Background: an optimization exercise with open tools, aiming at small area, a short achievable clock period and few clock cycles per item. Do not read the settings as production practice.
No activity file was given, so power comes from the tool's default toggle rates.

==> flow/design.v (excerpt) <==
module mapu_nxn
#(
  parameter int DATA_WIDTH = 16,
  parameter int N          = 4,
  parameter int SATURATE   = 0
) (
  input  logic                     clk,
  input  logic                     reset_n,
  input  logic                     i_en,
  input  logic [1:0]               i_op,
  output logic                     o_of,
  input  logic                     i_vld,
  output logic                     o_rdy,
  input  logic [N*DATA_WIDTH-1:0]  i_row,
  output logic                     o_vld,
  input  logic                     i_rdy,
  output logic [N*DATA_WIDTH-1:0]  o_row
);
  localparam int DW = DATA_WIDTH;
  localparam int RW = N * DW;
  localparam int IW = $clog2(N);
  localparam logic [IW-1:0] LAST = IW'(N - 1);
  logic [RW-1:0] a_q [N];
  logic [RW-1:0] c_q [N];
  logic [RW-1:0] r_q;
  logic [DW-1:0] ae_q [N];    
  logic [RW-1:0] ae_lanes;
  logic          selt_q;      
  logic          selc_q;      
  logic          sela_q;      
  logic          sub_q;       
  logic [N-1:0]  of_q;        
  logic [IW:0]   in_cnt_q, in_cnt_d;    
  logic [1:0]    in_op_q, in_op_d;
  logic          r_vld_q, r_vld_d;
  logic [IW-1:0] r_k_q, r_k_d;
  logic [1:0]    r_op_q, r_op_d;
  logic [IW-1:0] pass_q, pass_d;        
  logic          t_pend_q, t_pend_d;    
  logic          c_own_q, c_own_d;      
  logic          c_vld_q, c_vld_d;      
  logic [IW-1:0] out_q, out_d;
  logic          rdy_q, rdy_d;
  logic in_a, take, deliver, c_free, step, copy, r_mul, r_last, op_done, a_shift;
  logic take_dp, shift_dp, c_free_dp, step_dp, copy_dp, c_en_dp, a_en_dp;
  logic c_en1, c_en0, copy1, copy0, a_en1, a_en0;
  logic [DW-1:0] ae_r0, ae_r1, ae_t0, ae_t1;
  logic [RW-1:0] acc_row;
  logic [RW-1:0] a_col;
  logic [RW-1:0] alu_row;
  logic [N-1:0]  alu_cout, alu_of1, alu_of0, of_keep;
  assign in_a    = ~in_cnt_q[IW];
  assign r_mul   = (r_op_q == OP_ENC_MUL);
  ...
export LEC_CHECK = 0
export CAP_MARGIN = 40
export CORE_MARGIN = 2
export CORE_UTILIZATION = 60
export SLEW_MARGIN = 40
create_clock -name core_clock -period 16.0 [get_ports {clk}]
standard.sh (not shown) runs the stock make flow with config.mk's settings and CLKGATE_MAP_FILE= SYNTH_SCRIPT=/design/flow/synth_recipe.tcl, a recipe that flattens the netlist after the stock synthesis.
==> flow/flow/run.sh <==
#!/bin/bash
# Standard ORFS layout (the standard.sh) with two changes: repair_timing aims at a setup
# margin of 11 ns under the design's SDC, and the port buffers are buf_2 cells.
bash standard.sh SETUP_SLACK_MARGIN=11 "BUFFER_PORTS_ARGS=-buffer_cell sky130_fd_sc_hd__buf_2" finish > standard.log 2>&1
Then changed:
--- a/flow/design.v
+++ b/flow/design.v
@@ -592,48 +592,39 @@
   logic [IW-1:0] r_k_q, r_k_d;
   logic [1:0]    r_op_q, r_op_d;
   logic [IW-1:0] pass_q, pass_d;        
   logic          t_pend_q, t_pend_d;    
   logic          c_own_q, c_own_d;      
   logic          c_vld_q, c_vld_d;      
   logic [IW-1:0] out_q, out_d;
   logic          rdy_q, rdy_d;
   logic in_a, take, deliver, c_free, step, copy, r_mul, r_last, op_done, a_shift;
-  logic take_dp, shift_dp, c_free_dp, step_dp, copy_dp, c_en_dp, a_en_dp;
-  logic c_en1, c_en0, copy1, copy0, a_en1, a_en0;
-  logic [DW-1:0] ae_r0, ae_r1, ae_t0, ae_t1;
+  logic take_dp, shift_dp, c_free_dp, step_dp, copy_dp;
+  logic [RW-1:0] a_head_d;
   logic [RW-1:0] acc_row;
   logic [RW-1:0] a_col;
   logic [RW-1:0] alu_row;
   logic [N-1:0]  alu_cout, alu_of1, alu_of0, of_keep;
   assign in_a    = ~in_cnt_q[IW];
   assign r_mul   = (r_op_q == OP_ENC_MUL);
   assign r_last  = ~r_mul | (pass_q == LAST);
   assign take    = i_en & i_vld & rdy_q;
   assign deliver = i_en & c_vld_q & i_rdy;
   assign c_free  = ~c_vld_q | (deliver & (out_q == LAST));
   assign step    = r_vld_q & (c_own_q | c_free);
   assign copy    = t_pend_q & c_free;
   assign op_done = step & r_last & (r_k_q == LAST);
-  assign a_shift = (take_dp & in_a) | step_dp;
+  assign a_shift = (take & in_a) | step;
   assign take_dp   = i_vld & rdy_q;
   assign shift_dp  = c_vld_q & i_rdy;
   assign c_free_dp = ~c_vld_q | (i_rdy & (out_q == LAST));
   assign step_dp   = r_vld_q & (c_own_q | c_free_dp);
   assign copy_dp   = t_pend_q & c_free_dp;
-  assign c_en1   = c_vld_q | r_vld_q | t_pend_q;
-  assign c_en0   = ~c_vld_q & (r_vld_q | t_pend_q) | (r_vld_q & c_own_q);
-  assign copy1   = t_pend_q & (~c_vld_q | (out_q == LAST));
-  assign copy0   = t_pend_q & ~c_vld_q;
-  assign a_en1   = r_vld_q & (c_own_q | ~c_vld_q | (out_q == LAST));
-  assign a_en0   = r_vld_q & (c_own_q | ~c_vld_q);
-  assign c_en_dp = i_rdy ? c_en1 : c_en0;
-  assign a_en_dp = (take_dp & in_a) | (i_rdy ? a_en1 : a_en0);
   always_comb begin
     in_cnt_d = in_cnt_q;
     in_op_d  = in_op_q;
     r_vld_d  = r_vld_q;
     r_k_d    = r_k_q;
     r_op_d   = r_op_q;
     pass_d   = pass_q;
     t_pend_d = t_pend_q;
     c_own_d  = c_own_q;
@@ -682,22 +673,19 @@
       c_own_d  = 1'b0;
       c_vld_d  = 1'b0;
       out_d    = '0;
     end
     if (~in_cnt_d[IW])
       rdy_d = ~t_pend_d & (~r_vld_d | (c_own_d & (r_op_d != OP_ENC_MUL || pass_d == LAST)));
     else
       rdy_d = ~r_vld_d | ((r_op_d != OP_ENC_MUL || pass_d == LAST) & (c_own_d | ~c_vld_d));
   end
-  assign ae_r0 = a_q[0][r_k_q*DW +: DW];
-  assign ae_r1 = a_q[1][r_k_q*DW +: DW];
-  assign ae_t0 = a_q[0][in_cnt_q[IW-1:0]*DW +: DW];
-  assign ae_t1 = a_q[1][in_cnt_q[IW-1:0]*DW +: DW];
+  assign a_head_d = a_shift ? a_q[1] : a_q[0];
   always_comb begin
     for (int c = 0; c < N; c++) a_col[c*DW +: DW] = a_q[c][(N-1)*DW +: DW];
   end
   always_comb begin
     for (int c = 0; c < N; c++) ae_lanes[c*DW +: DW] = ae_q[c];
   end
   assign acc_row  = ({RW{selc_q}} & c_q[0]) | ({RW{sela_q}} & a_q[0]) | ({RW{selt_q}} & a_col);
   mapu_nxn_row_unit #(
     .DATA_WIDTH (DATA_WIDTH),
@@ -709,36 +697,34 @@
     .a_lane  (ae_lanes),
     .b_row   (r_q),
     .acc_row (acc_row),
     .res_row (alu_row),
     .cout    (alu_cout),
     .of_c1   (alu_of1),
     .of_c0   (alu_of0)
   );
   always_ff @(posedge clk) begin
-    if (a_en_dp) begin
+    if ((take_dp & in_a) | step_dp) begin
       for (int j = 0; j < N - 1; j++) a_q[j] <= a_q[j+1];
       a_q[N-1] <= (take_dp & in_a) ? i_row : a_q[0];
     end
     if (take_dp & ~in_a) r_q <= (in_op_q == OP_ENC_SUB) ? ~i_row : i_row;
     for (int c = 0; c < N; c++)
-      ae_q[c] <= (take_dp & ~in_a) ? ((in_op_q == OP_ENC_MUL) ? (r_vld_q ? ae_t1 : ae_t0) : DW'(1)) :
-                 t_pend_d ? '0 :
-                 r_mul ? (a_shift ? ae_r1 : ae_r0) :
+      ae_q[c] <= t_pend_d ? '0 : (r_op_d == OP_ENC_MUL) ? a_head_d[r_k_d*DW +: DW] :
                  r_vld_d ? DW'(1) : DW'(c);
     selc_q  <= ~t_pend_d & (r_op_d == OP_ENC_MUL) & (r_k_d != '0);
     sela_q  <= ~t_pend_d & (r_op_d != OP_ENC_MUL);
     sub_q   <= ~t_pend_d & (r_op_d == OP_ENC_SUB);
     selt_q  <= t_pend_d;
-    if (c_en_dp) begin
+    if (copy_dp | step_dp | shift_dp) begin
       for (int j = 0; j < N - 1; j++)
         for (int c = 0; c < N; c++)
-          c_q[j][c*DW +: DW] <= (i_rdy ? copy1 : copy0) ? a_q[c][j*DW +: DW] : c_q[j+1][c*DW +: DW];
+          c_q[j][c*DW +: DW] <= copy_dp ? a_q[c][j*DW +: DW] : c_q[j+1][c*DW +: DW];
       c_q[N-1] <= alu_row;
     end
     if (copy_dp) of_q <= '0;
     else begin
       if (step_dp)
         for (int c = 0; c < N; c++)
           of_q[c] <= alu_cout[c] ? (of_keep[c] | alu_of1[c]) : (of_keep[c] | alu_of0[c]);
     end
   end
After rerunning: Setup slack loses 0.016 ns. Wire length went down by 3.0%. Worst hold slack degrades by 0.016 ns. Clock-buffer cell count goes down by 2. Total power goes down by 5.7%. Cell count went down by 4.5%. Via count falls by 3.2%. Die area fell by 2.1%.
No functional check of the RTL was part of any run of this note.

==> static timing again, ports no longer ideal <==
In the flow no input, the clock included, has a driving cell. The finished layouts below were timed again as built, in two steps. Step 1, drivers: a clkbuf_16 drives clk and a buf_2 each remaining input, both assumed. Step 2 adds t to the input delays and takes it off the output delays; t is the mean of the earliest and latest rising clock arrival at the registers after step 1. Input paths then give back, and output paths get back, about the clock's delay inside the block. Slacks: no drivers / after step 1 / after step 2; pairs: no drivers / after step 1.
| run | t (ns) | setup WS [ns] | slew at the worst register clock pin (ns) | worst data-port slew with drivers (ns) | cell pins on the clock port's net |
|---|---|---|---|---|---|
| the first run | 0.686 | 11.013 / 10.986 / 10.426 | 0.07 / 0.07 | 0.07 | 1 |
| the second run | 0.682 | 10.997 / 10.957 / 10.444 | 0.06 / 0.06 | 0.12 | 1 |
After both steps setup and hold are still met in every run listed. For the first run, which loses most, drivers alone change the setup slack by -0.027 ns; drivers and shift together by -0.587 ns.
